Context: an optimization exercise on an open-source flow, tuned for a short achievable clock period and few clock cycles per item. The choices shown serve that exercise and are no tape-out recipe.
Only simulation tests tie the RTL to the original design; equivalence was not proved.
Power figures rest on the tool's default switching activity, not on a simulated workload.

[flow/design.v]
`timescale 1ns/1ps
module wb_bus_arbiter (
  input  logic              clk_i,
  input  logic              rst_n_i,
  input  logic [1:0]        want_i,
  input  logic [71-1:0] req0_i,
  input  logic [71-1:0] req1_i,
  input  logic [34-1:0] ext_rsp_i,
  input  logic              ext_stb_i,
  output logic              busy0_o,
  output logic [71-1:0] ext_req_o
);
  logic        busy0_q;
  logic        grant0;
  logic        busy0_d;
  logic [68:0] xreq0_q;
  logic [68:0] xreq0_d;
  logic [68:0] pass1_q;
  assign grant0  = ~busy0_q & want_i[0] & ~want_i[1];
  assign busy0_d = grant0 | (busy0_q & ~(ext_rsp_i[33] | ext_rsp_i[32]));
  assign xreq0_d = grant0 ? req0_i[68:0] : (busy0_d ? xreq0_q : '0);
  always_ff @(posedge clk_i or negedge rst_n_i) begin
    if (!rst_n_i) begin
      busy0_q <= 1'b0;
      xreq0_q <= '0;
      pass1_q <= '1;
    end else begin
      busy0_q <= busy0_d;
      xreq0_q <= xreq0_d;
      pass1_q <= ~{69{busy0_d}} | xreq0_d;
    end
  end
  assign busy0_o   = busy0_q;
  assign ext_req_o = {ext_stb_i, ext_stb_i, (req1_i[68:0] & pass1_q) | xreq0_q};
endmodule
`timescale 1ns/1ps
module wb_nor2 (
  input  logic a_i,
  input  logic b_i,
  output logic y_o
);
  assign y_o = ~(a_i | b_i);
endmodule
module wb_nand2 (
  input  logic a_i,
  input  logic b_i,
  output logic y_o
);
  assign y_o = ~(a_i & b_i);
endmodule
module wb_nand2b (
  input  logic a_n_i,
  input  logic b_i,
  output logic y_o
);
  assign y_o = ~(~a_n_i & b_i);
endmodule
module wb_nand4 (
  input  logic a_i,
  input  logic b_i,
  input  logic c_i,
  input  logic d_i,
  output logic y_o
);
  assign y_o = ~(a_i & b_i & c_i & d_i);
endmodule
module wb_and2 (
  input  logic a_i,
  input  logic b_i,
  output logic y_o
);
  assign y_o = a_i & b_i;
endmodule
module wb_a21oi (
  input  logic a1_i,
  input  logic a2_i,
  input  logic b_i,
  output logic y_o
);
  assign y_o = ~((a1_i & a2_i) | b_i);
endmodule
module wb_o31ai (
  input  logic a1_i,
  input  logic a2_i,
  input  logic a3_i,
  input  logic b_i,
  output logic y_o
);
  assign y_o = ~((a1_i | a2_i | a3_i) & b_i);
endmodule
module wb_bus (
  input  logic       cyc_i,
  input  logic       stb_i,
  input  logic       we_i,
  input  logic [3:0] region_i,
  input  logic       rd_q_i,
  input  logic       own_i,
  input  logic       ext_ack_i,
  input  logic       ext_err_i,
  output logic       ack_o,
  output logic       err_o,
  output logic       ext_stb_o
);
  logic zero_hi;    
  logic zero_lo;    
  logic cyc_we;     
  logic wr_n;       
  logic no_ack;     
  logic ones_n;     
  logic e_lo_n;     
  logic req_n;      
  logic zero_n;     
  logic rom_rd_n;   
  logic top_rd_n;   
  logic bad_n;      
  logic no_err;     
  wb_nor2  u_zero_hi (.a_i(region_i[3]), .b_i(region_i[2]), .y_o(zero_hi));
  wb_nor2  u_zero_lo (.a_i(region_i[1]), .b_i(region_i[0]), .y_o(zero_lo));
  wb_and2  u_cyc_we  (.a_i(cyc_i), .b_i(we_i), .y_o(cyc_we));
  wb_nand4 u_wr      (.a_i(zero_hi), .b_i(zero_lo), .c_i(stb_i), .d_i(cyc_we), .y_o(wr_n));
  wb_a21oi u_no_ack  (.a1_i(own_i), .a2_i(ext_ack_i), .b_i(rd_q_i), .y_o(no_ack));
  wb_nand2 u_ack     (.a_i(wr_n), .b_i(no_ack), .y_o(ack_o));
  wb_nand2  u_ones   (.a_i(region_i[3]), .b_i(region_i[2]), .y_o(ones_n));
  wb_nand2b u_e_lo   (.a_n_i(region_i[0]), .b_i(region_i[1]), .y_o(e_lo_n));
  wb_nand2  u_req    (.a_i(cyc_i), .b_i(stb_i), .y_o(req_n));
  wb_o31ai  u_stb    (.a1_i(ones_n), .a2_i(e_lo_n), .a3_i(req_n), .b_i(own_i), .y_o(ext_stb_o));
  wb_nand2 u_zero    (.a_i(zero_hi), .b_i(zero_lo), .y_o(zero_n));
  wb_nand2 u_rom_rd  (.a_i(region_i[0]), .b_i(we_i), .y_o(rom_rd_n));
  wb_nand4 u_top_rd  (.a_i(region_i[3]), .b_i(region_i[2]), .c_i(region_i[1]), .d_i(rom_rd_n),
                      .y_o(top_rd_n));
  wb_nand4 u_bad     (.a_i(cyc_i), .b_i(stb_i), .c_i(zero_n), .d_i(top_rd_n), .y_o(bad_n));
  wb_nand2 u_no_err  (.a_i(own_i), .b_i(ext_err_i), .y_o(no_err));
  wb_nand2 u_err     (.a_i(bad_n), .b_i(no_err), .y_o(err_o));
endmodule
`timescale 1ns/1ps
module wb_mux4w (
  input  logic [31:0] a_i,
  input  logic [31:0] b_i,
  input  logic [31:0] c_i,
  input  logic [31:0] d_i,
  input  logic [1:0]  s_i,
  output logic [31:0] y_o
);
  assign y_o = s_i[1] ? (s_i[0] ? d_i : c_i) : (s_i[0] ? b_i : a_i);
endmodule
module wb_dec6 (
  input  logic [5:0]  idx_i,
  output logic [63:0] hit_o
);
  for (genvar w = 0; w < 64; w++) begin : g_hit
    assign hit_o[w] = (idx_i == w);
  end
endmodule
module wb_rdport (
  input  logic [2047:0] mem_i,
  input  logic [5:0]    idx_i,
  output logic [31:0]   rdat_o
);
  logic [31:0] l1 [16];
  logic [31:0] l2 [4];
  for (genvar g = 0; g < 16; g++) begin : g_l1
    wb_mux4w u_mux (
      .a_i (mem_i[32*(4*g)   +: 32]),
      .b_i (mem_i[32*(4*g+1) +: 32]),
      .c_i (mem_i[32*(4*g+2) +: 32]),
      .d_i (mem_i[32*(4*g+3) +: 32]),
      .s_i (idx_i[1:0]),
      .y_o (l1[g])
    );
  end
  for (genvar g = 0; g < 4; g++) begin : g_l2
    wb_mux4w u_mux (
      .a_i (l1[4*g]),
      .b_i (l1[4*g+1]),
      .c_i (l1[4*g+2]),
      .d_i (l1[4*g+3]),
      .s_i (idx_i[3:2]),
      .y_o (l2[g])
    );
  end
  wb_mux4w u_mux (
    .a_i (l2[0]),
    .b_i (l2[1]),
    .c_i (l2[2]),
    .d_i (l2[3]),
    .s_i (idx_i[5:4]),
    .y_o (rdat_o)
  );
endmodule
module wb_sram_sp (
  input  logic        clk_i,
  input  logic [3:0]  wsel0_i,
  input  logic [3:0]  wsel1_i,
  input  logic [5:0]  widx0_i,
  input  logic [5:0]  widx1_i,
  input  logic [31:0] wdat_i,
  input  logic [5:0]  ridx0_i,
  input  logic [5:0]  ridx1_i,
  output logic [31:0] rdat0_o,
  output logic [31:0] rdat1_o
);
  logic [2047:0] mem;
  logic [63:0]   hit0;
  logic [63:0]   hit1;
  wb_dec6 u_dec0 (.idx_i(widx0_i), .hit_o(hit0));
  wb_dec6 u_dec1 (.idx_i(widx1_i), .hit_o(hit1));
  for (genvar w = 0; w < 64; w++) begin : g_word
    logic [31:0] word_q;
    for (genvar b = 0; b < 4; b++) begin : g_byte
      always_ff @(posedge clk_i) begin
        if ((hit1[w] & wsel1_i[b]) | (hit0[w] & wsel0_i[b])) begin
          word_q[8*b +: 8] <= wdat_i[8*b +: 8];
        end
      end
    end
    assign mem[32*w +: 32] = word_q;
  end
  wb_rdport u_rd0 (.mem_i(mem), .idx_i(ridx0_i), .rdat_o(rdat0_o));
  wb_rdport u_rd1 (.mem_i(mem), .idx_i(ridx1_i), .rdat_o(rdat1_o));
endmodule
`timescale 1ns/1ps
module wb_bootrom (
  input  logic [3:0]  idx_i,
  output logic [31:0] word_o
);
  always_comb begin
    case (idx_i)
      4'h0: word_o = 32'h1800_0000;
      4'h1: word_o = 32'ha840_0000;
      4'h2: word_o = 32'h1860_e000;
      4'h3: word_o = 32'ha863_0100;
      4'h4: word_o = 32'hd403_1000;
      4'h5: word_o = 32'h8480_0000;
      4'h6: word_o = 32'he084_2000;
      4'h7: word_o = 32'hbc04_0000;
      4'h8: word_o = 32'h0fff_fffd;
      4'h9: word_o = 32'h1500_0000;
      4'ha: word_o = 32'h4400_4800;
      4'hb: word_o = 32'h1500_0000;
      4'hc: word_o = 32'h9c21_fff8;
      4'hd: word_o = 32'hd401_4800;
      4'he: word_o = 32'h8521_0000;
      default: word_o = 32'h0000_0000;
    endcase
  end
endmodule
`timescale 1ns/1ps
module tile_top (
  input  logic         clk_i,
  input  logic         rst_n_i,
  input  logic [141:0] m_req_i,
  output logic [67:0]  m_rsp_o,
  output logic [70:0]  ext_req_o,
  input  logic [33:0]  ext_rsp_i
);
  logic [71-1:0] req    [2];
  logic [1:0]        stb;
  logic [1:0]        reg_mem;
  logic [1:0]        reg_ext;
  logic [1:0]        reg_boot;
  logic [1:0]        bad;
  logic [1:0]        rd_d;
  logic [1:0]        rd_q;
  logic [31:0]       mem_rdata [2];
  logic [31:0]       rom_rdata [2];
  logic [1:0]        ext_own;
  logic              busy0;
  logic              wr1;
  logic              wsel1;
  logic              wr0_d;
  logic              wr0_q;
  logic              err0_q;
  logic              ext_stb;
  assign req[0] = m_req_i[71-1:0];
  assign req[1] = m_req_i[2*71-1:71];
  assign ext_own = {~busy0, busy0};
  for (genvar m = 0; m < 2; m++) begin : g_port
    logic [31:0] rdat;
    logic [31:0] one_q;
    logic [31:0] zero_q;
    logic [3:0]  region;
    assign stb[m]      = req[m][70] & req[m][69];
    assign region      = req[m][63:60];
    assign reg_mem[m]  = (region == 4'h0);
    assign reg_ext[m]  = (region == 4'he);
    assign reg_boot[m] = (region == 4'hf);
    assign bad[m]      = ~(reg_mem[m] | reg_ext[m] | reg_boot[m]) | (reg_boot[m] & req[m][68]);
    assign rd_d[m] = stb[m] & (reg_mem[m] | reg_boot[m]) & ~req[m][68] & ~rd_q[m];
    assign rdat    = req[m][60] ? rom_rdata[m] : mem_rdata[m];
    always_ff @(posedge clk_i or negedge rst_n_i) begin
      if (!rst_n_i) begin
        rd_q[m] <= 1'b0;
      end else begin
        rd_q[m] <= rd_d[m];
      end
    end
    always_ff @(posedge clk_i) begin
      one_q  <= rd_d[m] ? rdat : '1;
      zero_q <= rd_d[m] ? rdat : '0;
    end
    for (genvar i = 0; i < 32; i++) begin : g_dat
      assign m_rsp_o[34*m + i] = ext_rsp_i[i] ? one_q[i] : zero_q[i];
    end
    wb_bootrom u_rom (
      .idx_i   (req[m][37:34]),
      .word_o  (rom_rdata[m])
    );
  end
  assign wsel1 = stb[1] & req[1][68];
  assign wr1   = wsel1 & reg_mem[1];
  assign wr0_d = stb[0] & reg_mem[0] & req[0][68] & ~wr0_q & ~wsel1;
  always_ff @(posedge clk_i or negedge rst_n_i) begin
    if (!rst_n_i) begin
      wr0_q  <= 1'b0;
      err0_q <= 1'b0;
    end else begin
      wr0_q  <= wr0_d;
      err0_q <= stb[0] & bad[0] & ~err0_q;
    end
  end
  assign m_rsp_o[33]         = rd_q[0] | wr0_q | (ext_own[0] & ext_rsp_i[33]);
  assign m_rsp_o[32]         = err0_q | (ext_own[0] & ext_rsp_i[32]);
  wb_bus u_dec1 (
    .cyc_i     (req[1][70]),
    .stb_i     (req[1][69]),
    .we_i      (req[1][68]),
    .region_i  (req[1][63:60]),
    .rd_q_i    (rd_q[1]),
    .own_i     (ext_own[1]),
    .ext_ack_i (ext_rsp_i[33]),
    .ext_err_i (ext_rsp_i[32]),
    .ack_o     (m_rsp_o[34+33]),
    .err_o     (m_rsp_o[34+32]),
    .ext_stb_o (ext_stb)
  );
  wb_sram_sp u_ram (
    .clk_i    (clk_i),
    .wsel0_i  (req[0][67:64] & {4{wr0_d}}),
    .wsel1_i  (req[1][67:64] & {4{wr1}}),
    .widx0_i  (req[0][39:34]),
    .widx1_i  (req[1][39:34]),
    .wdat_i   (wsel1 ? req[1][31:0] : req[0][31:0]),
    .ridx0_i  (req[0][39:34]),
    .ridx1_i  (req[1][39:34]),
    .rdat0_o  (mem_rdata[0]),
    .rdat1_o  (mem_rdata[1])
  );
  wb_bus_arbiter u_ext (
    .clk_i       (clk_i),
    .rst_n_i     (rst_n_i),
    .want_i      (stb & reg_ext),
    .req0_i      (req[0]),
    .req1_i      (req[1]),
    .ext_rsp_i   (ext_rsp_i),
    .ext_stb_i   (ext_stb),
    .busy0_o     (busy0),
    .ext_req_o   (ext_req_o)
  );
endmodule
[flow/run.sh]
#!/bin/bash
# synth_recipe.tcl (not shown) runs the flow's synth.tcl, then flattens the netlist and writes it again
# the make line also repeats each setting of config.mk as NAME=value (left out here)
make -C /OpenROAD-flow-scripts/flow DESIGN_CONFIG=/design/flow/config.mk WORK_HOME=/design/flow/orfs CLKGATE_MAP_FILE= SYNTH_SCRIPT=/design/flow/synth_recipe.tcl finish
[flow/config.mk]
export PLATFORM = sky130hd
export DESIGN_NAME = tile_top
export DESIGN_NICKNAME = tile_top
export VERILOG_FILES = /design/flow/design.v
export SDC_FILE = /design/flow/constraint.sdc
export NUM_CORES = 4
export LEC_CHECK = 0
export CAP_MARGIN = 20
export CORE_MARGIN = 2
export CORE_UTILIZATION = 30
export PLACE_DENSITY = 0.4
export SETUP_SLACK_MARGIN = 2.9
export SLEW_MARGIN = 20
export SYNTH_HIERARCHICAL = 1
export SYNTH_MEMORY_MAX_BITS = 16384
[flow/constraint.sdc]
create_clock -name core_clock -period 6.0 [get_ports {clk_i}]
set_input_delay 1.2000 -clock core_clock [delete_from_list [all_inputs] [get_ports {clk_i}]]
set_output_delay 1.2000 -clock core_clock [all_outputs]
set_load 0.01 [all_outputs]
==> results of run 1 <==
-- metal layers --
metal	track usage, %	up-vias	routed length [µm]
li1	-	24763	-
met4	7.86	11	17800
met2	40.3	3106	228000
met5	0.114	-	312
met3	5.42	671	36200
met1	34.3	36800	205000
-- modules after synthesis, one instance, submodules excluded, a selection --
module          flops+latches  area (µm²)  times used  cells inside
wb_sram_sp               2048       64400           1          2360
wb_bus_arbiter            139        5540           1           383
wb_bootrom                  0         547           2            76
wb_a21oi                    0        8.76           1             1
wb_nand4                    0        6.26           3             1
wb_nand2b                   0        6.26           1             1
wb_nand2                    0        3.75           7             1
-- per-stage QoR --
step / instance area [µm²] / hold slack (ps) / std cells / util [%]
after floorplan: 113000 / 416 / 5252 / -
after global placement: 120000 / 472 / 10308 / 32.2
after detailed placement: 120000 / 450 / 10331 / 32.3
after CTS: 136000 / 385 / 11067 / 36.6
after global routing: 137000 / 436 / 11126 / 36.9
final: 137000 / 386 / 11137 / 36.9
-- final cells by class --
type,count,area (µm²)
multi-input cells,2430,42400
flip-flops and latches,2319,67700
fillers,33960,235000
inverters,13,48.8
clock inverters,126,1110
repair buffers,881,11900
well taps,4972,6220
diodes,18,45.0
clock buffers,378,7790
-- sequential cells by signal, summed over array words and instances, names as in the netlist --
signal,flops
err0_q,1
g_port.one_q,64
g_port.zero_q,64
rd_q,2
u_ext.busy0_q,1
u_ext.pass1_q,69
u_ext.xreq0_q,69
u_ram.g_word.word_q,2048
wr0_q,1
-- how the worst max path moves through the flow --
stage / startpoint / end / slack, ps / depth (start not counted)
after floorplan: m_req_i[34] / g_port[0].one_q[13]$_SDFF_PN1_ / 2730 / 7
after global placement: m_req_i[35] / u_ram.g_word[27].word_q[20]$_DFFE_PP_ / 550 / 5
after detailed placement: m_req_i[61] / u_ram.g_word[60].word_q[5]$_DFFE_PP_ / 940 / 5
after CTS: m_req_i[105] / g_port[1].one_q[4]$_SDFF_PN1_ / 2710 / 10
after global routing: m_req_i[105] / g_port[1].zero_q[2]$_SDFF_PN0_ / 2690 / 11
final: m_req_i[105] / g_port[1].zero_q[2]$_SDFF_PN0_ / 2630 / 11
-- worst register-to-register path, delay by kind of cell, from the launching register on --
| family | cells | cell delay, ps |
|---|---|---|
| muxes | 4 | 2070 |
| DFF | 1 | 380 |
| AOI/OAI and AO/OA | 1 | 130 |
-- repair_timing --
action,4_1_cts,5_1_grt
gates resized for setup,1452,131
cloned,96,9
endpoints found under the setup margin,3509,1487
setup buffers,136,43
pin swaps,51,29
hold buffers,0,0
-- power by group through the flow --
| stage | Sequential [mW] | Combinational [mW] | Clock, mW |
|---|---|---|---|
| 3_5_place_dp | 18.0 | 3.57 | 0 |
| 6_report | 17.7 | 4.26 | 16.9 |
| 2_1_floorplan | 18.0 | 2.08 | 0 |
| 3_3_place_gp | 18.0 | 3.55 | 0 |
| 4_1_cts | 17.7 | 4.17 | 17.3 |
| 5_1_grt | 17.7 | 4.37 | 17.9 |
-- kinds of logic after synthesis --
kind of cell	count (synthesis)	share of synthesized area [%]
other	2	0.00668
muxes	1508	28.8
buffers and inverters	503	4.55
AOI/OAI and AO/OA	636	4.86
adders and majority gates	14	0.156
and+or+nand+nor	270	1.36
DFF	2319	60.3
-- cell usage in the layout, fill, tap and decap left out, types with 46 or more instances in the layout --
cell / count
a211oi_2: 54
a21o_1: 78
a22o_1: 74
a22o_2: 58
a22o_4: 193
buf_12: 109
buf_16: 128
buf_2: 94
buf_4: 256
buf_6: 74
clkbuf_1: 69
clkbuf_16: 301
clkdlybuf4s50_1: 62
clkinv_2: 46
dfrtp_1: 73
dfstp_2: 69
dfxtp_1: 122
dlygate4sd2_1: 46
edfxtp_1: 2048
mux2_2: 59
mux4_2: 1307
nor2_2: 83
o211ai_1: 64
o22a_1: 69
==> flow_metrics.py, run 1 <==
metrics = {
    "detailed_routing": {
        "avgRoutedWirePerCell_um": 43.8,
        "dr.first_iter.drc_count": 7514,
        "wl_mm": 488,
        "viasPerCell": 5.87,
        "ant_nets": 0,
        "drt_first_pass_iters": 6,
        "routed-via-count": 65351,
        "route.detailed.drc": 0,
    },
    "power": {
        "p_switching_mw": 9.49,
        "p_sw_share_pct": 24.4,
        "leakagePower_nw": 45.5,
        "comb_power_share_pct": 11.0,
        "clkPwrFrac_pct": 43.5,
        "p_int_mw": 29.4,
        "power.total_mw": 38.9,
        "peakVddDrop_v": 0.000196,
        "power_frac_seq_pct": 45.5,
        "p_per_area_nw_per_um2": 283,
    },
    "floorplanning": {
        "pin_count": 317,
        "coreArea_um2": 372000,
        "rows": 224,
        "die_x_um": 616,
        "start_util_pct": 30.2,
        "die_h_um": 616,
        "dieArea_um2": 379000,
    },
    "hold_path": {
        "hold_class": "in -> async",
    },
    "logic_synthesis": {
        "synth_seq_cells": 2319,
        "synthArstFlopShare_pct": 6.17,
        "ys_types": 64,
        "syn_avg_cell_area_um2": 21.4,
        "synth.top_cell.area_share_pct": 54.7,
        "syn_nets": 5444,
        "synth_top_flop_cell": "edfxtp_1",
        "synth_common_cells": "edfxtp_1 (2,048), mux4_2 (1,260), a22o_1 (325)",
        "post-synth-top-count-cell": "edfxtp_1",
        "synth_edf_count": 2048,
        "syn_area_um2": 112000,
        "yosysSeqAreaShare_pct": 60.3,
        "synth_top_area_cell": "edfxtp_1",
        "syn_inst": 5252,
        "ys.warnings.count": 17,
        "synth_area_leaders": "edfxtp_1 (55%), mux4_2 (25%), a22o_1 (2.5%)",
    },
    "global_route": {
        "track_usage_pct": 25.2,
        "globalRouteOverflowTotal": 0,
        "grt_pass1_vias": 65367,
        "grt_max_degree": 93,
        "antenna_found_initial": 30,
        "grt_pass1_wl_mm": 640,
    },
    "clock_network": {
        "cts_tree": "yes",
        "cts_max_level": 5,
        "root_buffer": "clkbuf_16",
        "cts.reportedPaths.clkPinSlew_ps": 60,
        "numCtsBuffers": 282,
        "clk_path_buf_depth": 4,
        "clock-sinks": 2319,
        "clock_latency_ps": 920,
    },
    "timing": {
        "setup_ws_ps": 2630,
        "hold_viol_final": 0,
        "skew_ps": 43.3,
        "finalSetupViolations": 0,
        "slew_violations": 0,
        "fmax_mhz": 297,
        "tns_ps": 0,
        "min_period_ps": 3370,
        "fin_crit_sh_pct": 56.2,
        "worstMarginPinSlew_ps": 1300,
        "relSlewSlack_pct": 13.3,
        "rsz0062_at_grt": "true",
    },
    "final_layout": {
        "drive_above_1_share_pct": 51.3,
        "syn_to_final_growth_pct": 22.2,
        "layout.nets": 6119,
    },
    "critical_path": {
        "reg2reg_depth": 5,
        "worstReg2RegEnd": "g_port[0].one_q[18]$_SDFF_PN1_",
        "crit_fanout": 7,
        "critical_path_buf_inv_count": 6,
        "crit_type": "in -> reg",
        "critPathArrivalTime_ps": 4150,
        "crit_path_cell_trace": "buf_16 > buf_16 > buf_12 > buf_12 > buf_16 > mux4_2 > mux4_2 > mux4_2 > mux2i_4 > a211oi_2 > buf_4",
        "critical-path-max-stage-delay_ps": 640,
        "crit_required_ps": 6780,
        "end_kind": "flop",
        "start_kind": "input port",
        "crit_family": "multiplexers",
        "r2r_setup_slack_ps": 3240,
        "r2r_start": "u_ram.g_word[59].word_q[18]$_DFFE_PP_",
        "cp_slowest_cell": "mux4_2",
    },
    "place": {
        "place.gp.congestion": 0.881,
        "hpwl_mm": 302,
        "dp_worst_setup_slack_ps": 939,
        "numPortBuffers": 316,
    },
    "job": {
        "drv_cap": 0,
    },
    "outcome": {
        "outcome": "complete, no violations",
    },
}
Testbench counts, summed over its fixed seeds: cycles 5,741, items 4,800.
==> inputs of run 2 (changes only) <==
--- a/flow/design.v
+++ b/flow/design.v
@@ -135,3 +135,20 @@
 `timescale 1ns/1ps
-module wb_mux4w (
+module wb_dec6 (
+  input  logic [5:0]  idx_i,
+  output logic [63:0] hit_o
+);
+  for (genvar w = 0; w < 64; w++) begin : g_hit
+    assign hit_o[w] = (idx_i == w);
+  end
+endmodule
+module wb_aoi22w (
+  input  logic [31:0] a_i,
+  input  logic        sa_i,
+  input  logic [31:0] b_i,
+  input  logic        sb_i,
+  output logic [31:0] y_o
+);
+  assign y_o = ~((a_i & {32{sa_i}}) | (b_i & {32{sb_i}}));
+endmodule
+module wb_nand4w (
   input  logic [31:0] a_i,
@@ -140,14 +157,12 @@
   input  logic [31:0] d_i,
-  input  logic [1:0]  s_i,
   output logic [31:0] y_o
 );
-  assign y_o = s_i[1] ? (s_i[0] ? d_i : c_i) : (s_i[0] ? b_i : a_i);
+  assign y_o = ~(a_i & b_i & c_i & d_i);
 endmodule
-module wb_dec6 (
-  input  logic [5:0]  idx_i,
-  output logic [63:0] hit_o
+module wb_nor2w (
+  input  logic [31:0] a_i,
+  input  logic [31:0] b_i,
+  output logic [31:0] y_o
 );
-  for (genvar w = 0; w < 64; w++) begin : g_hit
-    assign hit_o[w] = (idx_i == w);
-  end
+  assign y_o = ~(a_i | b_i);
 endmodule
@@ -155,35 +170,25 @@
   input  logic [2047:0] mem_i,
-  input  logic [5:0]    idx_i,
+  input  logic [63:0]   hit_i,
   output logic [31:0]   rdat_o
 );
-  logic [31:0] l1 [16];
-  logic [31:0] l2 [4];
-  for (genvar g = 0; g < 16; g++) begin : g_l1
-    wb_mux4w u_mux (
-      .a_i (mem_i[32*(4*g)   +: 32]),
-      .b_i (mem_i[32*(4*g+1) +: 32]),
-      .c_i (mem_i[32*(4*g+2) +: 32]),
-      .d_i (mem_i[32*(4*g+3) +: 32]),
-      .s_i (idx_i[1:0]),
-      .y_o (l1[g])
+  logic [31:0] l1 [32];   
+  logic [31:0] l2 [8];    
+  logic [31:0] l3 [4];    
+  for (genvar k = 0; k < 32; k++) begin : g_l1
+    wb_aoi22w u_aoi (
+      .a_i  (mem_i[32*(2*k) +: 32]),
+      .sa_i (hit_i[2*k]),
+      .b_i  (mem_i[32*(2*k+1) +: 32]),
+      .sb_i (hit_i[2*k+1]),
+      .y_o  (l1[k])
     );
   end
-  for (genvar g = 0; g < 4; g++) begin : g_l2
-    wb_mux4w u_mux (
-      .a_i (l1[4*g]),
-      .b_i (l1[4*g+1]),
-      .c_i (l1[4*g+2]),
-      .d_i (l1[4*g+3]),
-      .s_i (idx_i[3:2]),
-      .y_o (l2[g])
-    );
+  for (genvar j = 0; j < 8; j++) begin : g_l2
+    wb_nand4w u_nand (.a_i(l1[4*j]), .b_i(l1[4*j+1]), .c_i(l1[4*j+2]), .d_i(l1[4*j+3]),
+                      .y_o(l2[j]));
+  end
+  for (genvar i = 0; i < 4; i++) begin : g_l3
+    wb_nor2w u_nor (.a_i(l2[2*i]), .b_i(l2[2*i+1]), .y_o(l3[i]));
   end
-  wb_mux4w u_mux (
-    .a_i (l2[0]),
-    .b_i (l2[1]),
-    .c_i (l2[2]),
-    .d_i (l2[3]),
-    .s_i (idx_i[5:4]),
-    .y_o (rdat_o)
-  );
+  wb_nand4w u_out (.a_i(l3[0]), .b_i(l3[1]), .c_i(l3[2]), .d_i(l3[3]), .y_o(rdat_o));
 endmodule
@@ -202,6 +207,10 @@
   logic [2047:0] mem;
-  logic [63:0]   hit0;
-  logic [63:0]   hit1;
-  wb_dec6 u_dec0 (.idx_i(widx0_i), .hit_o(hit0));
-  wb_dec6 u_dec1 (.idx_i(widx1_i), .hit_o(hit1));
+  logic [63:0]   whit0;
+  logic [63:0]   whit1;
+  logic [63:0]   rhit0;
+  logic [63:0]   rhit1;
+  wb_dec6 u_wdec0 (.idx_i(widx0_i), .hit_o(whit0));
+  wb_dec6 u_wdec1 (.idx_i(widx1_i), .hit_o(whit1));
+  wb_dec6 u_rdec0 (.idx_i(ridx0_i), .hit_o(rhit0));
+  wb_dec6 u_rdec1 (.idx_i(ridx1_i), .hit_o(rhit1));
   for (genvar w = 0; w < 64; w++) begin : g_word
@@ -210,3 +219,3 @@
       always_ff @(posedge clk_i) begin
-        if ((hit1[w] & wsel1_i[b]) | (hit0[w] & wsel0_i[b])) begin
+        if ((whit1[w] & wsel1_i[b]) | (whit0[w] & wsel0_i[b])) begin
           word_q[8*b +: 8] <= wdat_i[8*b +: 8];
@@ -217,4 +226,4 @@
   end
-  wb_rdport u_rd0 (.mem_i(mem), .idx_i(ridx0_i), .rdat_o(rdat0_o));
-  wb_rdport u_rd1 (.mem_i(mem), .idx_i(ridx1_i), .rdat_o(rdat1_o));
+  wb_rdport u_rd0 (.mem_i(mem), .hit_i(rhit0), .rdat_o(rdat0_o));
+  wb_rdport u_rd1 (.mem_i(mem), .hit_i(rhit1), .rdat_o(rdat1_o));
 endmodule
--- a/flow/config.mk
+++ b/flow/config.mk
@@ -11,3 +11,3 @@
 export PLACE_DENSITY = 0.4
-export SETUP_SLACK_MARGIN = 2.9
+export SETUP_SLACK_MARGIN = 3.1
 export SLEW_MARGIN = 20
==> run 2 against run 1 <==
Still clean. Synthesized cell count rose by 35%. Cell count rose by 15%. Global-route usage rose by 4.5 points. Flip-flop and latch count did not move. Clock power barely moved. Setup slack improved by 110 ps. Wire length rose by 11%. Critical path depth rose by 3. Fmax rose by 3.3%. Area after synthesis fell by 9.1%. Register-to-register slack improved by 220 ps. Count of clock-buffer cells in the layout fell by 18. Critical path type unchanged.
==> flow_metrics.py, run 2 <==
metrics = {
    "outcome": {
        "outcome": "complete, no violations",
    },
    "timing": {
        "relSlewSlack_pct": 15.1,
        "finalSetupViolations": 0,
        "slew_violations": 0,
        "hold_viol_final": 0,
        "fmax_mhz": 307,
        "skew_ps": 57.7,
        "worstMarginPinSlew_ps": 1270,
        "fin_crit_sh_pct": 54.4,
        "min_period_ps": 3260,
        "tns_ps": 0,
        "rsz0062_at_grt": "true",
    },
    "logic_synthesis": {
        "yosysSeqAreaShare_pct": 66.3,
        "ys.warnings.count": 18,
        "ys_types": 63,
        "syn_area_um2": 102000,
        "synth_edf_count": 2048,
        "synth_top_flop_cell": "edfxtp_1",
        "syn_avg_cell_area_um2": 14.5,
        "syn_inst": 7068,
        "syn_nets": 7260,
        "synth_top_area_cell": "edfxtp_1",
        "synth_common_cells": "a22oi_1 (2,048), edfxtp_1 (2,048), nand4_1 (585)",
        "synthArstFlopShare_pct": 6.17,
        "synth_area_leaders": "edfxtp_1 (60%), a22oi_1 (15%), nand4_1 (3.6%)",
        "synth.top_cell.area_share_pct": 60.2,
        "synth_seq_cells": 2319,
    },
    "clock_network": {
        "root_buffer": "clkbuf_16",
        "postCtsHoldBufs": 0,
        "cts_max_level": 5,
        "cts.reportedPaths.clkPinSlew_ps": 60,
        "clk_path_buf_depth": 4,
        "cts_tree": "yes",
        "numCtsBuffers": 276,
        "clock-sinks": 2319,
        "clock_latency_ps": 940,
    },
    "floorplanning": {
        "die_x_um": 587,
        "rows": 214,
        "coreArea_um2": 339000,
        "die_h_um": 587,
        "pin_count": 317,
        "start_util_pct": 30.1,
        "dieArea_um2": 345000,
    },
    "power": {
        "power.total_mw": 37.8,
        "peakVddDrop_v": 0.000186,
        "leakagePower_nw": 44.7,
        "p_per_area_nw_per_um2": 280,
    },
    "detailed_routing": {
        "drt_first_pass_iters": 9,
        "viasPerCell": 6.30,
        "routed-via-count": 80931,
        "wl_mm": 542,
        "ant_nets": 0,
        "dr.first_iter.drc_count": 13011,
        "route.detailed.drc": 0,
        "avgRoutedWirePerCell_um": 42.2,
    },
    "job": {
        "drv_cap": 0,
    },
    "global_route": {
        "grt_max_degree": 98,
        "track_usage_pct": 29.7,
        "globalRouteOverflowTotal": 0,
        "grt_pass1_wl_mm": 700,
        "grt_pass1_vias": 76286,
        "antenna_found_initial": 55,
    },
    "final_layout": {
        "top_register": "u_ram.g_word.word_q",
        "final_util_pct": 39.7,
        "final_cell_mix": "edfxtp_1 (2,048), a22oi_1 (1,826), nand4_1 (585)",
        "syn_to_final_growth_pct": 31.8,
        "layout.nets": 8270,
        "top_regs": "u_ram.g_word.word_q: 2048 flops, u_ext.pass1_q: 69 flops, u_ext.xreq0_q: 69 flops",
        "num-fill-cells": 31348,
        "final_area_um2": 135000,
        "drive_above_1_share_pct": 33.6,
        "layout.area.seq_um2": 67700,
        "layout_commonest_cell": "edfxtp_1",
        "multi_input_area_um2": 36100,
        "final_cells": 12844,
        "largest_reg_flops": 2048,
    },
    "hold_path": {
        "hold_class": "in -> async",
    },
    "critical_path": {
        "crit_required_ps": 6790,
        "start_kind": "input port",
        "crit_type": "in -> reg",
        "end_kind": "flop",
        "critPathArrivalTime_ps": 4050,
        "crit_fanout": 6,
    },
    "place": {
        "numPortBuffers": 316,
        "place_area_um2": 111000,
        "dpl.cell_count": 11718,
        "place.gp.congestion": 0.930,
        "hpwl_mm": 326,
    },
}
## run 2: layout make-up
cell class                      count  area share (%)
Sequential cell                  2319            50.3
Multi-Input combinational cell   4153            26.8
Timing Repair Buffer             1315            12.0
Clock buffer                      360            5.65
Tap cell                         4536            4.22
Clock inverter                    131           0.945
Inverter                           13          0.0362
Antenna cell                       17          0.0316
## run 2: per-stage QoR
step | setup slack (ps) | hold slack, ps
after global placement | 172 | 451
final | 2740 | 342
after detailed placement | 239 | 452
after CTS | 2790 | 393
after global routing | 2820 | 431
after floorplan | 2860 | 416
## run 2: cell families after synthesis
kind of cell	after synthesis	synth area share, %
AOI/OAI and AO/OA	2684	20.4
DFF	2319	66.3
and+or+nand+nor	1270	6.80
buffers and inverters	615	4.59
muxes	164	1.73
adders and majority gates	14	0.172
other	2	0.00735
## run 2: per-module statistics from Yosys (local to each module, per instance), excerpt
module,cells,copies in the design,flops+latches
wb_nor2,1,2,0
wb_bootrom,76,2,0
wb_aoi22w,38,64,0
wb_sram_sp,2360,1,2048
wb_nand4,1,3,0
wb_nand2,1,7,0
## run 2: final timing paths
kind,startpoint,endpoint,slack (ps),depth (start not counted)
setup / recovery,m_req_i[36],g_port[0].one_q[15]$_SDFF_PN1_,2740,14
hold / removal,rst_n_i,u_ext.xreq0_q[15]$_DFF_PN0_,340,1
setup reg to reg,u_ram.g_word[58].word_q[15]$_DFFE_PP_,g_port[0].one_q[15]$_SDFF_PN1_,3460,8
hold reg to reg,err0_q$_DFF_PN0_,err0_q$_DFF_PN0_,480,1
max in group asynchronous,rst_n_i,u_ext.xreq0_q[25]$_DFF_PN0_,4450,2
min in group core_clock,err0_q$_DFF_PN0_,err0_q$_DFF_PN0_,480,1
## run 2: timing repair
item,CTS,global route
cloned,69,23
pin swaps,440,406
endpoints found under the setup margin,3834,1718
resized for setup,2379,470
buffers inserted,405,121
## run 2: worst max-delay path, cell delays in order
cell and delay, ps:
buf_16 130, buf_12 140, nand4b_1 240, buf_4 170
nor2_4 60, buf_8 150, a22oi_2 180, nand4_1 420
nor2_4 440, buf_6 150, nand4_1 260, mux2i_1 230
buf_4 160, o211ai_1 80
## run 2: routing by layer
layer / share of wire (%) / track usage (%) / vias to the layer above
met5: 0.031 / 0 / -
met4: 6.7 / 16.2 / 26
met3: 11 / 7.60 / 1207
met2: 44 / 45.1 / 5390
met1: 39 / 38.7 / 42303
li1: - / - / 32005
## run 2: report_power, final
part	switching (mW)	total [mW]	internal, mW
clock	7.03	17.0	9.96
combinational	2.11	3.09	0.978
sequential	0.00880	17.7	17.7
total	9.15	37.8	28.6
Testbench counts of run 2, summed over its fixed seeds: cycles 5,741, items 4,800.
==> inputs of run 3 (changes only) <==
--- a/flow/design.v
+++ b/flow/design.v
@@ -168,2 +168,15 @@
 endmodule
+module wb_rdfin (
+  input  logic [127:0] none_i,
+  input  logic         rd_n_i,
+  input  logic         rd_mem_i,
+  input  logic [31:0]  rom_i,
+  output logic [31:0]  one_d_o,
+  output logic [31:0]  zero_d_o
+);
+  logic [31:0] memv;
+  assign memv     = ~(none_i[31:0] & none_i[63:32] & none_i[95:64] & none_i[127:96]);
+  assign zero_d_o = rom_i | (memv & {32{rd_mem_i}});
+  assign one_d_o  = {32{rd_n_i}} | zero_d_o;
+endmodule
 module wb_rdport (
@@ -171,3 +184,3 @@
   input  logic [63:0]   hit_i,
-  output logic [31:0]   rdat_o
+  output logic [127:0]  none_o
 );
@@ -192,3 +205,3 @@
   end
-  wb_nand4w u_out (.a_i(l3[0]), .b_i(l3[1]), .c_i(l3[2]), .d_i(l3[3]), .y_o(rdat_o));
+  assign none_o = {l3[3], l3[2], l3[1], l3[0]};
 endmodule
@@ -203,4 +216,4 @@
   input  logic [5:0]  ridx1_i,
-  output logic [31:0] rdat0_o,
-  output logic [31:0] rdat1_o
+  output logic [127:0] rnone0_o,
+  output logic [127:0] rnone1_o
 );
@@ -226,4 +239,4 @@
   end
-  wb_rdport u_rd0 (.mem_i(mem), .hit_i(rhit0), .rdat_o(rdat0_o));
-  wb_rdport u_rd1 (.mem_i(mem), .hit_i(rhit1), .rdat_o(rdat1_o));
+  wb_rdport u_rd0 (.mem_i(mem), .hit_i(rhit0), .none_o(rnone0_o));
+  wb_rdport u_rd1 (.mem_i(mem), .hit_i(rhit1), .none_o(rnone1_o));
 endmodule
@@ -272,3 +285,3 @@
   logic [1:0]        rd_q;
-  logic [31:0]       mem_rdata [2];
+  logic [127:0]      mem_rnone [2];
   logic [31:0]       rom_rdata [2];
@@ -286,3 +299,4 @@
   for (genvar m = 0; m < 2; m++) begin : g_port
-    logic [31:0] rdat;
+    logic [31:0] one_d;
+    logic [31:0] zero_d;
     logic [31:0] one_q;
@@ -297,3 +311,10 @@
     assign rd_d[m] = stb[m] & (reg_mem[m] | reg_boot[m]) & ~req[m][68] & ~rd_q[m];
-    assign rdat    = req[m][60] ? rom_rdata[m] : mem_rdata[m];
+    wb_rdfin u_rdfin (
+      .none_i   (mem_rnone[m]),
+      .rd_n_i   (~rd_d[m]),
+      .rd_mem_i (rd_d[m] & ~req[m][60]),
+      .rom_i    (rom_rdata[m] & {32{rd_d[m] & req[m][60]}}),
+      .one_d_o  (one_d),
+      .zero_d_o (zero_d)
+    );
     always_ff @(posedge clk_i or negedge rst_n_i) begin
@@ -306,4 +327,4 @@
     always_ff @(posedge clk_i) begin
-      one_q  <= rd_d[m] ? rdat : '1;
-      zero_q <= rd_d[m] ? rdat : '0;
+      one_q  <= one_d;
+      zero_q <= zero_d;
     end
@@ -353,4 +374,4 @@
     .ridx1_i  (req[1][39:34]),
-    .rdat0_o  (mem_rdata[0]),
-    .rdat1_o  (mem_rdata[1])
+    .rnone0_o (mem_rnone[0]),
+    .rnone1_o (mem_rnone[1])
   );
==> run 3 against run 2 <==
Critical path type is now in -> out. Critical path depth down 11. Design area down 4.0%. Fmax up 5.2%. Worst hold slack better by 8.3 ps. Via count down 0.82%. First-iteration DRC count up 1.5%. Highest routed layer unchanged. Die area down 0.29%. Register-to-register slack worse by 140 ps. Still clean on timing, DRC and antenna. Largest power group unchanged. Non-clock buffer count down 237.
==> flow_metrics.py, run 3 <==
metrics = {
    "outcome": {
        "outcome": "complete, no violations",
    },
    "logic_synthesis": {
        "syn_area_um2": 102000,
        "synthArstFlopShare_pct": 6.17,
        "synth_common_cells": "a22oi_1 (2,048), edfxtp_1 (2,048), nand4_1 (585)",
        "ys.warnings.count": 18,
        "synth_top_area_cell": "edfxtp_1",
        "yosysSeqAreaShare_pct": 66.5,
        "syn_nets": 7307,
        "synth_edf_count": 2048,
        "synth.top_cell.area_share_pct": 60.4,
        "ys_types": 58,
        "synth_top_flop_cell": "edfxtp_1",
        "syn_avg_cell_area_um2": 14.3,
        "synth_area_leaders": "edfxtp_1 (60%), a22oi_1 (15%), nand4_1 (3.6%)",
        "synth_seq_cells": 2319,
        "syn_inst": 7115,
    },
    "clock_network": {
        "clk_path_buf_depth": 4,
        "cts_max_level": 5,
        "postCtsHoldBufs": 0,
        "numCtsBuffers": 278,
        "clock_latency_ps": 940,
        "cts.reportedPaths.clkPinSlew_ps": 60,
        "root_buffer": "clkbuf_16",
        "clock-sinks": 2319,
        "cts_tree": "yes",
    },
    "floorplanning": {
        "die_x_um": 587,
        "die_h_um": 587,
        "coreArea_um2": 337000,
        "start_util_pct": 30.2,
        "dieArea_um2": 344000,
        "pin_count": 317,
        "rows": 213,
    },
    "power": {
        "power.total_mw": 37.7,
        "leakagePower_nw": 43.4,
        "peakVddDrop_v": 0.000220,
        "p_per_area_nw_per_um2": 292,
    },
    "critical_path": {
        "r2r_setup_slack_ps": 3320,
        "end_kind": "output port",
        "reg2reg_depth": 4,
        "start_kind": "input port",
        "worstReg2RegEnd": "g_port[1].one_q[19]$_DFF_P_",
        "cp_slowest_cell": "mux2_4",
        "crit_fanout": 2,
        "crit_required_ps": 4800,
        "critPathArrivalTime_ps": 1900,
        "critical-path-max-stage-delay_ps": 400,
        "crit_family": "multiplexers",
        "critical_path_buf_inv_count": 2,
        "r2r_start": "rd_q[1]$_DFF_PN0_",
        "crit_type": "in -> out",
        "crit_path_cell_trace": "buf_16 > mux2_4 > buf_6",
    },
    "timing": {
        "rsz0062_at_grt": "true",
        "fin_crit_sh_pct": 51.7,
        "slew_violations": 0,
        "worstMarginPinSlew_ps": 1190,
        "finalSetupViolations": 0,
        "whs_ps": 350,
        "fmax_mhz": 323,
        "relSlewSlack_pct": 20.7,
        "hold_viol_final": 0,
        "skew_ps": 59.7,
        "min_period_ps": 3100,
    },
    "global_route": {
        "globalRouteOverflowTotal": 0,
        "grtUsageMet3_pct": 6.72,
        "use_met1_pct": 37.7,
        "grt_pass1_vias": 74589,
        "use_met2_pct": 42.6,
        "grt_pass1_wl_mm": 673,
        "grt_busiest_layer": "met2",
        "track_usage_pct": 28.4,
        "antenna_found_initial": 56,
        "grt_max_degree": 98,
    },
    "final_layout": {
        "multi_input_area_um2": 34100,
        "final_cell_mix": "edfxtp_1 (2,048), a22oi_1 (1,918), nand4_1 (585)",
        "largest_reg_flops": 2048,
        "layout.nets": 8090,
        "top_register": "u_ram.g_word.word_q",
        "top_regs": "u_ram.g_word.word_q: 2048 flops, u_ext.pass1_q: 69 flops, u_ext.xreq0_q: 69 flops",
        "drive_above_1_share_pct": 28.9,
        "layout_commonest_cell": "edfxtp_1",
        "num-fill-cells": 31536,
        "syn_to_final_growth_pct": 26.9,
        "layout.area.seq_um2": 67800,
    },
    "detailed_routing": {
        "routed-via-count": 80269,
        "avgRoutedWirePerCell_um": 41.3,
        "viasPerCell": 6.34,
        "dr.first_iter.drc_count": 13212,
        "route.detailed.drc": 0,
        "wl_mm": 523,
        "drt_first_pass_iters": 10,
        "ant_nets": 0,
    },
    "job": {
        "drv_cap": 0,
    },
    "place": {
        "place.gp.congestion": 0.965,
        "numPortBuffers": 316,
        "hpwl_mm": 334,
    },
    "hold_path": {
        "hold_class": "in -> async",
    },
}
run 3: cells by family after synthesis:
kind of cell	after synthesis	synth area share, %
AO/OA/AOI/OAI	2686	20.3
other	2	0.00737
multiplexers	100	1.10
AND/OR/NAND/NOR	1332	7.10
adder cells (fa/ha/maj)	14	0.172
flip-flops	2319	66.5
buffers and inverters	662	4.80
run 3: Yosys stat by module, one instance, submodules excluded, a selection:
| module | copies in the design | flip-flops and latches | cell area [µm²] |
|---|---|---|---|
| wb_aoi22w | 64 | 0 | 289 |
| wb_sram_sp | 1 | 2048 | 64400 |
| wb_nor2 | 2 | 0 | 3.75 |
| wb_bootrom | 2 | 0 | 547 |
| tile_top | 1 | 132 | 4650 |
| wb_rdfin | 2 | 0 | 796 |
| wb_dec6 | 4 | 0 | 465 |
| wb_and2 | 1 | 0 | 6.26 |
| wb_nand2 | 7 | 0 | 3.75 |
| wb_nand4w | 16 | 0 | 200 |
run 3: what timing repair did:
item / in CTS / in global routing
setup endpoints to repair: 4356 / 1472
pin swaps: 224 / 313
setup buffers: 170 / 134
resized for setup: 1944 / 462
gates cloned: 28 / 28
run 3: layer usage:
metal	up-vias	share of wire [%]
met2	5892	43
met5	-	0.040
met3	1211	11
li1	31517	-
met4	30	6.8
met1	41619	39
run 3: through the flow:
step	util (%)	TNS, ps	instance area, µm²	instances	setup slack (ps)
floorplan	-	0	102000	7115	2970
global placement	32.8	-18.2	111000	11772	-18.2
detailed placement	32.8	0	111000	11773	9.12
CTS	37.2	0	126000	12474	2900
global route	38.3	0	129000	12639	2920
finish	38.3	0	129000	12652	2900
run 3: how the worst max path moves through the flow:
stage | start | endpoint | slack, ps | depth (start not counted)
2_1_floorplan | m_req_i[63] | u_ram.g_word[10].word_q[16]$_DFFE_PP_ | 2970 | 6
3_3_place_gp | m_req_i[106] | g_port[1].one_q[6]$_DFF_P_ | -20 | 9
3_5_place_dp | m_req_i[106] | g_port[1].one_q[6]$_DFF_P_ | 9 | 9
4_1_cts | ext_rsp_i[12] | m_rsp_o[12] | 2900 | 3
6_report | ext_rsp_i[12] | m_rsp_o[12] | 2900 | 3
5_1_grt | ext_rsp_i[12] | m_rsp_o[12] | 2920 | 3
run 3: layout make-up:
type,instances,area share [%]
Multi-Input combinational cell,4144,26.4
Inverter,77,0.226
Antenna cell,16,0.0310
Timing Repair Buffer,1078,9.38
Clock buffer,346,5.81
Sequential cell,2319,52.5
Clock inverter,157,1.33
Tap cell,4515,4.37
run 3: power breakdown:
group | internal (mW) | switching (mW) | leakage, nW | total (mW)
sequential | 17.7 | 0.0120 | 21.2 | 17.7
combinational | 0.793 | 1.88 | 17.7 | 2.67
clock | 10.2 | 7.20 | 4.51 | 17.4
total | 28.6 | 9.10 | 43.4 | 37.7
Testbench counts of run 3, summed over its fixed seeds: cycles 5,741, items 4,800.
==> inputs of run 4 (changes only) <==
--- a/flow/config.mk
+++ b/flow/config.mk
@@ -10,3 +10,4 @@
 export CORE_UTILIZATION = 30
-export PLACE_DENSITY = 0.4
+export GPL_ROUTABILITY_DRIVEN = 0
+export PLACE_DENSITY = 0.5
 export SETUP_SLACK_MARGIN = 3.1
==> run 4 against run 3 <==
Still clean. Flip-flop and latch count did not move. Via count is 0.35% higher. Core utilization fell by 0.51 points. Design area decreased by 1.3%. Clock power fell by 7%. Area after synthesis is the same. Wire length is 8.1% lower. Synthesized cell count unchanged. Critical path type is now in -> reg. Largest cell class unchanged. Highest routed layer unchanged.
==> flow_metrics.py, run 4 <==
metrics = {
    "power": {
        "leakagePower_nw": 42.5,
        "p_per_area_nw_per_um2": 285,
        "peakVddDrop_v": 0.000178,
    },
    "final_layout": {
        "drive_above_1_share_pct": 27.0,
        "multi_input_area_um2": 33800,
        "layout.nets": 8046,
        "largest_reg_flops": 2048,
        "final_cell_mix": "edfxtp_1 (2,048), a22oi_1 (1,962), nand4_1 (585)",
        "final_area_um2": 128000,
        "syn_to_final_growth_pct": 25.2,
        "num-fill-cells": 31500,
        "top_register": "u_ram.g_word.word_q",
        "layout_commonest_cell": "edfxtp_1",
        "layout.area.seq_um2": 67700,
        "top_regs": "u_ram.g_word.word_q: 2048 flops, u_ext.pass1_q: 69 flops, u_ext.xreq0_q: 69 flops",
    },
    "critical_path": {
        "crit_required_ps": 6740,
        "critPathArrivalTime_ps": 3900,
        "start_kind": "input port",
        "crit_fanout": 10,
        "crit_type": "in -> reg",
        "reg2reg_depth": 7,
        "end_kind": "flop",
    },
    "place": {
        "place_area_um2": 111000,
        "numPortBuffers": 316,
        "hpwl_mm": 308,
    },
    "detailed_routing": {
        "avgRoutedWirePerCell_um": 38.2,
        "wl_mm": 481,
        "dr.first_iter.drc_count": 14461,
        "routed-via-count": 80550,
        "ant_nets": 0,
        "route.detailed.drc": 0,
        "drt_first_pass_iters": 7,
        "viasPerCell": 6.40,
    },
    "logic_synthesis": {
        "synthArstFlopShare_pct": 6.17,
        "syn_avg_cell_area_um2": 14.3,
        "yosysSeqAreaShare_pct": 66.5,
        "ys_types": 58,
        "syn_area_um2": 102000,
        "synth_top_area_cell": "edfxtp_1",
        "syn_inst": 7115,
        "syn_nets": 7307,
        "synth_area_leaders": "edfxtp_1 (60%), a22oi_1 (15%), nand4_1 (3.6%)",
        "synth.top_cell.area_share_pct": 60.4,
        "synth_seq_cells": 2319,
        "synth_edf_count": 2048,
        "synth_top_flop_cell": "edfxtp_1",
        "ys.warnings.count": 18,
        "synth_common_cells": "a22oi_1 (2,048), edfxtp_1 (2,048), nand4_1 (585)",
    },
    "clock_network": {
        "postCtsHoldBufs": 0,
        "clock-sinks": 2319,
        "cts_max_level": 5,
        "clk_path_buf_depth": 4,
        "root_buffer": "clkbuf_16",
        "numCtsBuffers": 268,
        "cts_tree": "yes",
        "cts.reportedPaths.clkPinSlew_ps": 60,
        "clock_latency_ps": 880,
    },
    "floorplanning": {
        "start_util_pct": 30.2,
        "coreArea_um2": 337000,
        "die_h_um": 587,
        "dieArea_um2": 344000,
        "pin_count": 317,
        "rows": 213,
        "die_x_um": 587,
    },
    "global_route": {
        "grt_pass1_vias": 75213,
        "globalRouteOverflowTotal": 0,
        "antenna_found_initial": 35,
        "grt_pass1_wl_mm": 635,
        "grt_max_degree": 103,
        "track_usage_pct": 26.3,
    },
    "hold_path": {
        "hold_class": "in -> async",
    },
    "timing": {
        "tns_ps": 0,
        "hold_viol_final": 0,
        "min_period_ps": 3160,
        "skew_ps": 42.1,
        "fin_crit_sh_pct": 52.6,
        "slew_violations": 0,
        "relSlewSlack_pct": 17.3,
        "finalSetupViolations": 0,
        "fmax_mhz": 317,
        "worstMarginPinSlew_ps": 1240,
        "rsz0062_at_grt": "true",
    },
    "job": {
        "drv_cap": 0,
    },
    "outcome": {
        "outcome": "complete, no violations",
    },
}
[run 4: cell counts after synthesis]
Identical to the previous run, type by type.
[run 4: worst paths after layout]
path | end | slack (ps) | from
max in group asynchronous | u_ext.xreq0_q[26]$_DFF_PN0_ | 4340 | rst_n_i
setup reg to reg | u_ram.g_word[28].word_q[23]$_DFFE_PP_ | 3510 | wr0_q$_DFF_PN0_
setup / recovery | g_port[1].one_q[30]$_DFF_P_ | 2840 | m_req_i[109]
hold / removal | u_ext.xreq0_q[4]$_DFF_PN0_ | 470 | rst_n_i
hold reg to reg | u_ext.xreq0_q[41]$_DFF_PN0_ | 530 | u_ext.xreq0_q[41]$_DFF_PN0_
min in group core_clock | u_ext.xreq0_q[41]$_DFF_PN0_ | 530 | u_ext.xreq0_q[41]$_DFF_PN0_
[run 4: final cells by class]
class	instances	area share (%)
clock inverters	105	0.816
inverters	77	0.230
repair buffers	1041	9.09
well taps	4515	4.43
clock buffers	365	5.75
multi-input cells	4147	26.5
flip-flops and latches	2319	53.1
diodes	15	0.0294
[run 4: logic make-up (layout without fill, tap and decap cells)]
kind of cell | Yosys count | count (layout) | share of synthesized area (%)
buf+inv | 662 | 1588 | 4.80
flops | 2319 | 2319 | 66.5
other cells | 2 | 17 | 0.00737
mux | 100 | 100 | 1.10
fa+ha+maj | 14 | 14 | 0.172
simple gates | 1332 | 1345 | 7.10
compound gates | 2686 | 2686 | 20.3
[run 4: power by group]
group | internal [mW] | leakage, nW | switching (mW)
Combinational | 0.803 | 17.2 | 1.82
Sequential | 17.7 | 21.2 | 0.00943
Clock | 9.32 | 4.09 | 6.78
[run 4: timing repair]
item / in CTS / in global routing
cloned: 31 / 12
endpoints found under the setup margin: 3920 / 1405
pin swaps: 205 / 239
setup buffers: 199 / 92
gates resized for setup: 1916 / 351
[run 4: worst max-delay path, cell delays in order]
cell	delay, ps
buf_16	130
buf_4	210
nand4b_1	180
buf_4	160
buf_6	90
nor2_4	40
buf_12	160
buf_12	130
a22oi_2	150
nand4_1	370
nor2_4	490
nand4_1	240
a211o_1	310
[run 4: per-layer routing]
metal  track usage (%)  routed length [µm]  share of wire [%]
met1              33.1              175000                 36
met2              38.2              201000                 42
met3              9.34               65600                 14
met4              16.9               38400                8.0
met5             0.761                 777               0.16
[run 4: stage by stage]
| stage | utilization, % | hold slack, ps | instances | setup WS, ps | power (mW) |
|---|---|---|---|---|---|
| after floorplan | - | 498 | 7115 | 2970 | 18.8 |
| after global placement | 32.8 | 514 | 11763 | 684 | 20.2 |
| after detailed placement | 32.8 | 521 | 11765 | 603 | 20.2 |
| after CTS | 37.0 | 481 | 12465 | 2890 | 36.3 |
| after global routing | 37.8 | 540 | 12571 | 2920 | 37.1 |
| final | 37.8 | 470 | 12584 | 2840 | 36.4 |
[run 4: per-module statistics from Yosys (local to each module, per instance), excerpt]
module | times used | area [µm²] | flip-flops and latches | cells
wb_sram_sp | 1 | 64400 | 2048 | 2360
wb_bus_arbiter | 1 | 5540 | 139 | 383
tile_top | 1 | 4650 | 132 | 412
wb_bootrom | 2 | 547 | 0 | 76
wb_dec6 | 4 | 465 | 0 | 95
wb_aoi22w | 64 | 289 | 0 | 38
wb_nor2w | 8 | 120 | 0 | 32
wb_o31ai | 1 | 12.5 | 0 | 1
wb_a21oi | 1 | 8.76 | 0 | 1
wb_and2 | 1 | 6.26 | 0 | 1
wb_nand2b | 1 | 6.26 | 0 | 1
wb_nand2 | 7 | 3.75 | 0 | 1
wb_nor2 | 2 | 3.75 | 0 | 1
==> inputs of run 5 (changes only) <==
--- a/flow/design.v
+++ b/flow/design.v
@@ -9,2 +9,3 @@
   input  logic              ext_stb_i,
+  input  logic              ext_cyc_i,
   output logic              busy0_o,
@@ -33,3 +34,4 @@
   assign busy0_o   = busy0_q;
-  assign ext_req_o = {ext_stb_i, ext_stb_i, (req1_i[68:0] & pass1_q) | xreq0_q};
+  assign ext_req_o[68:0] = (req1_i[68:0] & pass1_q) | xreq0_q;
+  assign ext_req_o[70:69] = {ext_cyc_i, ext_stb_i};
 endmodule
@@ -50,2 +52,9 @@
 endmodule
+module wb_ben (
+  input  logic [3:0] sel_i,
+  input  logic       en_i,
+  output logic [3:0] ben_o
+);
+  assign ben_o = sel_i & {4{en_i}};
+endmodule
 module wb_nand2b (
@@ -101,3 +110,4 @@
   output logic       err_o,
-  output logic       ext_stb_o
+  output logic       ext_stb_o,
+  output logic       ext_cyc_o
 );
@@ -126,2 +136,3 @@
   wb_o31ai  u_stb    (.a1_i(ones_n), .a2_i(e_lo_n), .a3_i(req_n), .b_i(own_i), .y_o(ext_stb_o));
+  wb_o31ai  u_cyc    (.a1_i(ones_n), .a2_i(e_lo_n), .a3_i(req_n), .b_i(own_i), .y_o(ext_cyc_o));
   wb_nand2 u_zero    (.a_i(zero_hi), .b_i(zero_lo), .y_o(zero_n));
@@ -144,16 +155,16 @@
 module wb_aoi22w (
-  input  logic [31:0] a_i,
+  input  logic [15:0] a_i,
   input  logic        sa_i,
-  input  logic [31:0] b_i,
+  input  logic [15:0] b_i,
   input  logic        sb_i,
-  output logic [31:0] y_o
+  output logic [15:0] y_o
 );
-  assign y_o = ~((a_i & {32{sa_i}}) | (b_i & {32{sb_i}}));
+  assign y_o = ~((a_i & {16{sa_i}}) | (b_i & {16{sb_i}}));
 endmodule
 module wb_nand4w (
-  input  logic [31:0] a_i,
-  input  logic [31:0] b_i,
-  input  logic [31:0] c_i,
-  input  logic [31:0] d_i,
-  output logic [31:0] y_o
+  input  logic [15:0] a_i,
+  input  logic [15:0] b_i,
+  input  logic [15:0] c_i,
+  input  logic [15:0] d_i,
+  output logic [15:0] y_o
 );
@@ -162,5 +173,5 @@
 module wb_nor2w (
-  input  logic [31:0] a_i,
-  input  logic [31:0] b_i,
-  output logic [31:0] y_o
+  input  logic [15:0] a_i,
+  input  logic [15:0] b_i,
+  output logic [15:0] y_o
 );
@@ -182,14 +193,14 @@
 module wb_rdport (
-  input  logic [2047:0] mem_i,
+  input  logic [1023:0] mem_i,
   input  logic [63:0]   hit_i,
-  output logic [127:0]  none_o
+  output logic [63:0]   none_o
 );
-  logic [31:0] l1 [32];   
-  logic [31:0] l2 [8];    
-  logic [31:0] l3 [4];    
+  logic [15:0] l1 [32];   
+  logic [15:0] l2 [8];    
+  logic [15:0] l3 [4];    
   for (genvar k = 0; k < 32; k++) begin : g_l1
     wb_aoi22w u_aoi (
-      .a_i  (mem_i[32*(2*k) +: 32]),
+      .a_i  (mem_i[16*(2*k) +: 16]),
       .sa_i (hit_i[2*k]),
-      .b_i  (mem_i[32*(2*k+1) +: 32]),
+      .b_i  (mem_i[16*(2*k+1) +: 16]),
       .sb_i (hit_i[2*k+1]),
@@ -209,4 +220,4 @@
   input  logic        clk_i,
-  input  logic [3:0]  wsel0_i,
-  input  logic [3:0]  wsel1_i,
+  input  logic [15:0] wsel0_i,
+  input  logic [15:0] wsel1_i,
   input  logic [5:0]  widx0_i,
@@ -219,11 +230,20 @@
 );
-  logic [2047:0] mem;
+  logic [1023:0] mem_lo;
+  logic [1023:0] mem_hi;
   logic [63:0]   whit0;
   logic [63:0]   whit1;
-  logic [63:0]   rhit0;
-  logic [63:0]   rhit1;
+  logic [63:0]   rhit0_lo;
+  logic [63:0]   rhit0_hi;
+  logic [63:0]   rhit1_lo;
+  logic [63:0]   rhit1_hi;
+  logic [63:0]   none0_lo;
+  logic [63:0]   none0_hi;
+  logic [63:0]   none1_lo;
+  logic [63:0]   none1_hi;
   wb_dec6 u_wdec0 (.idx_i(widx0_i), .hit_o(whit0));
   wb_dec6 u_wdec1 (.idx_i(widx1_i), .hit_o(whit1));
-  wb_dec6 u_rdec0 (.idx_i(ridx0_i), .hit_o(rhit0));
-  wb_dec6 u_rdec1 (.idx_i(ridx1_i), .hit_o(rhit1));
+  wb_dec6 u_rdec0_lo (.idx_i(ridx0_i), .hit_o(rhit0_lo));
+  wb_dec6 u_rdec0_hi (.idx_i(ridx0_i), .hit_o(rhit0_hi));
+  wb_dec6 u_rdec1_lo (.idx_i(ridx1_i), .hit_o(rhit1_lo));
+  wb_dec6 u_rdec1_hi (.idx_i(ridx1_i), .hit_o(rhit1_hi));
   for (genvar w = 0; w < 64; w++) begin : g_word
@@ -232,3 +252,3 @@
       always_ff @(posedge clk_i) begin
-        if ((whit1[w] & wsel1_i[b]) | (whit0[w] & wsel0_i[b])) begin
+        if ((whit1[w] & wsel1_i[4*(w/16) + b]) | (whit0[w] & wsel0_i[4*(w/16) + b])) begin
           word_q[8*b +: 8] <= wdat_i[8*b +: 8];
@@ -237,6 +257,13 @@
     end
-    assign mem[32*w +: 32] = word_q;
+    assign mem_lo[16*w +: 16] = word_q[15:0];
+    assign mem_hi[16*w +: 16] = word_q[31:16];
+  end
+  wb_rdport u_rd0_lo (.mem_i(mem_lo), .hit_i(rhit0_lo), .none_o(none0_lo));
+  wb_rdport u_rd0_hi (.mem_i(mem_hi), .hit_i(rhit0_hi), .none_o(none0_hi));
+  wb_rdport u_rd1_lo (.mem_i(mem_lo), .hit_i(rhit1_lo), .none_o(none1_lo));
+  wb_rdport u_rd1_hi (.mem_i(mem_hi), .hit_i(rhit1_hi), .none_o(none1_hi));
+  for (genvar g = 0; g < 4; g++) begin : g_none
+    assign rnone0_o[32*g +: 32] = {none0_hi[16*g +: 16], none0_lo[16*g +: 16]};
+    assign rnone1_o[32*g +: 32] = {none1_hi[16*g +: 16], none1_lo[16*g +: 16]};
   end
-  wb_rdport u_rd0 (.mem_i(mem), .hit_i(rhit0), .none_o(rnone0_o));
-  wb_rdport u_rd1 (.mem_i(mem), .hit_i(rhit1), .none_o(rnone1_o));
 endmodule
@@ -295,2 +322,3 @@
   logic              ext_stb;
+  logic              ext_cyc;
   assign req[0] = m_req_i[71-1:0];
@@ -363,8 +391,15 @@
     .err_o     (m_rsp_o[34+32]),
-    .ext_stb_o (ext_stb)
+    .ext_stb_o (ext_stb),
+    .ext_cyc_o (ext_cyc)
   );
+  logic [15:0] wsel0_q4;
+  logic [15:0] wsel1_q4;
+  for (genvar q = 0; q < 4; q++) begin : g_ben
+    wb_ben u_ben0 (.sel_i(req[0][67:64]), .en_i(wr0_d), .ben_o(wsel0_q4[4*q +: 4]));
+    wb_ben u_ben1 (.sel_i(req[1][67:64]), .en_i(wr1), .ben_o(wsel1_q4[4*q +: 4]));
+  end
   wb_sram_sp u_ram (
     .clk_i    (clk_i),
-    .wsel0_i  (req[0][67:64] & {4{wr0_d}}),
-    .wsel1_i  (req[1][67:64] & {4{wr1}}),
+    .wsel0_i  (wsel0_q4),
+    .wsel1_i  (wsel1_q4),
     .widx0_i  (req[0][39:34]),
@@ -385,2 +420,3 @@
     .ext_stb_i   (ext_stb),
+    .ext_cyc_i   (ext_cyc),
     .busy0_o     (busy0),
==> run 5 against run 4 <==
Setup slack better by 20 ps. Fmax is 0.65% higher. Wire length hardly changed. Flip-flop and latch count did not move. Register-to-register slack worse by 20 ps. First-iteration DRC count fell by 27%. Worst hold slack got worse by 36 ps. Area after synthesis is 12% higher. Core utilization shrank 2.7 points. Die area increased by 12%. Largest power group unchanged. Highest routed layer unchanged.
==> flow_metrics.py, run 5 <==
metrics = {
    "outcome": {
        "outcome": "complete, no violations",
    },
    "global_route": {
        "globalRouteOverflowTotal": 0,
        "track_usage_pct": 23.6,
        "grt_max_degree": 99,
        "grt_pass1_wl_mm": 643,
        "antenna_found_initial": 21,
    },
    "final_layout": {
        "layout.nets": 8024,
        "layout_commonest_cell": "edfxtp_1",
        "final_cells": 13071,
    },
    "logic_synthesis": {
        "ys.warnings.count": 18,
        "synth_top_flop_cell": "edfxtp_1",
        "synthArstFlopShare_pct": 6.17,
        "syn_nets": 7655,
        "synthAdderAreaFrac_pct": 0.153,
        "synth_edf_count": 2048,
        "synth_seq_cells": 2319,
        "syn_inst": 7463,
        "synth_common_cells": "edfxtp_1 (2,048), a22oi_2 (1,152), a22oi_1 (768)",
        "syn_area_um2": 114000,
        "synth_top_family_by_area": "compound AO/OA/AOI/OAI gates",
        "synth_simple_gate_area_share_pct": 7.17,
    },
    "critical_path": {
        "critical_path_buf_inv_count": 2,
        "start_kind": "input port",
        "reg2reg_depth": 5,
        "cp.depth": 3,
        "critical-path-max-stage-delay_ps": 410,
        "cp_slowest_cell": "a211o_4",
    },
    "floorplanning": {
        "pin_count": 317,
        "die_h_um": 622,
        "die_x_um": 622,
    },
    "clock_network": {
        "cts_tree": "yes",
        "clock-sinks": 2319,
        "clk_path_buf_depth": 4,
        "postCtsHoldBufs": 0,
    },
    "timing": {
        "fmax_mhz": 319,
        "slew_violations": 0,
        "fin_crit_sh_pct": 52.3,
        "tns_ps": 0,
        "relSlewSlack_pct": 23.1,
        "rsz0062_at_grt": "true",
    },
    "detailed_routing": {
        "route.detailed.drc": 0,
        "dr.first_iter.drc_count": 10510,
        "avgRoutedWirePerCell_um": 36.8,
        "wl_met2_mm": 214,
        "wl_met1_mm": 188,
    },
    "place": {
        "dpl.cell_count": 12426,
    },
    "power": {
        "peakVddDrop_v": 0.000226,
        "comb_power_share_pct": 6.7,
    },
    "hold_path": {
        "hold_class": "in -> async",
    },
}
[run 5: timing repair]
| action | CTS | global route |
|---|---|---|
| buffers inserted | 51 | 83 |
| cloned | 8 | 11 |
| resized for setup | 1844 | 208 |
| endpoints found under the setup margin | 3312 | 2066 |
| hold endpoints to repair | 0 | 0 |
| pin swaps | 91 | 108 |
[run 5: cell type report]
class | instances | area (µm²) | share of cell area (%)
sequential | 2319 | 67800 | 50.8
antenna | 13 | 32.5 | 0.0244
clock buffer | 341 | 7320 | 5.49
clock inverter | 138 | 1420 | 1.07
tap | 5016 | 6280 | 4.71
inverter | 77 | 292 | 0.219
timing repair buffer | 835 | 8450 | 6.33
multi-input combinational | 4332 | 41800 | 31.4
[run 5: routing by layer]
layer  vias up  track usage [%]
li1      31573                -
met1     41005             30.4
met2      4836             36.7
met3       999             4.75
met4         4             14.1
met5         -                0
[run 5: path summary, 6_finish.rpt]
path / start / endpoint / slack, ps
hold reg to reg: u_ext.xreq0_q[42]$_DFF_PN0_ / u_ext.xreq0_q[42]$_DFF_PN0_ / 540
hold / removal: rst_n_i / u_ext.xreq0_q[14]$_DFF_PN0_ / 430
setup / recovery: ext_rsp_i[33] / m_rsp_o[33] / 2860
max in group asynchronous: rst_n_i / u_ext.pass1_q[21]$_DFF_PN1_ / 4430
min in group core_clock: u_ext.xreq0_q[42]$_DFF_PN0_ / u_ext.xreq0_q[42]$_DFF_PN0_ / 540
setup reg to reg: rd_q[1]$_DFF_PN0_ / g_port[1].one_q[12]$_DFF_P_ / 3490
[run 5: logic make-up after synthesis]
family | after synthesis
flip-flops | 2319
other | 2
AO/OA/AOI/OAI | 2687
AND/OR/NAND/NOR | 1523
multiplexers | 100
adder cells (fa/ha/maj) | 14
buffers and inverters | 818
[run 5: metrics by stage]
stage          worst slack, ps  area (µm²)
6_report                  2860      133000
5_1_grt                   2790      133000
4_1_cts                   2830      132000
3_5_place_dp               678      119000
3_3_place_gp               696      119000
2_1_floorplan             2770      116000
[run 5: per-module statistics from Yosys (local to each module, per instance), a selection]
module          flip-flops and latches  area (µm²)
wb_sram_sp                        2048       64600
wb_bus_arbiter                     139        5540
wb_bootrom                           0         547
wb_dec6                              0         465
wb_nor2w                             0        60.1
wb_ben                               0        25.0
wb_o31ai                             0        12.5
wb_a21oi                             0        8.76
wb_and2                              0        6.26
wb_nand2b                            0        6.26
wb_nand4                             0        6.26
wb_nand2                             0        3.75
[run 5: power groups by stage]
stage	registers [mW]	logic, mW	clock network (mW)
after detailed placement	18.0	2.18	0
after global routing	17.7	2.50	17.4
after global placement	18.0	2.16	0
after floorplan	18.0	0.936	0
after CTS	17.7	2.35	16.8
final	17.7	2.48	16.6
Testbench counts of run 5, summed over its fixed seeds: cycles 5,741, items 4,800.

afterwards: timing with drivers on the ports:
Ports are ideal in the flow. The routed layouts listed here were re-timed in OpenROAD. Step 1 sets driving cells, clkbuf_16 on the clock port and buf_2 on the other inputs (assumed; they add their load-dependent delay and slew). Step 2, shift: input delay + t, output delay - t, t = (earliest + latest rising clock arrival at the registers) / 2. This alone moves slack from input paths to output paths. Slacks: ideal ports / drivers / drivers and shift; pairs: ideal ports / drivers.
run	shift t [ns]	slack for setup (ns)
run 1	1.008	2.630 / 2.398 / 1.389
run 2	1.024	2.739 / 2.754 / 1.730
run 3	1.016	2.901 / 2.791 / 1.797
run 4	0.974	2.844 / 2.679 / 1.705
run 5	1.008	2.865 / 2.774 / 1.775
After both steps every run listed still meets setup and hold.
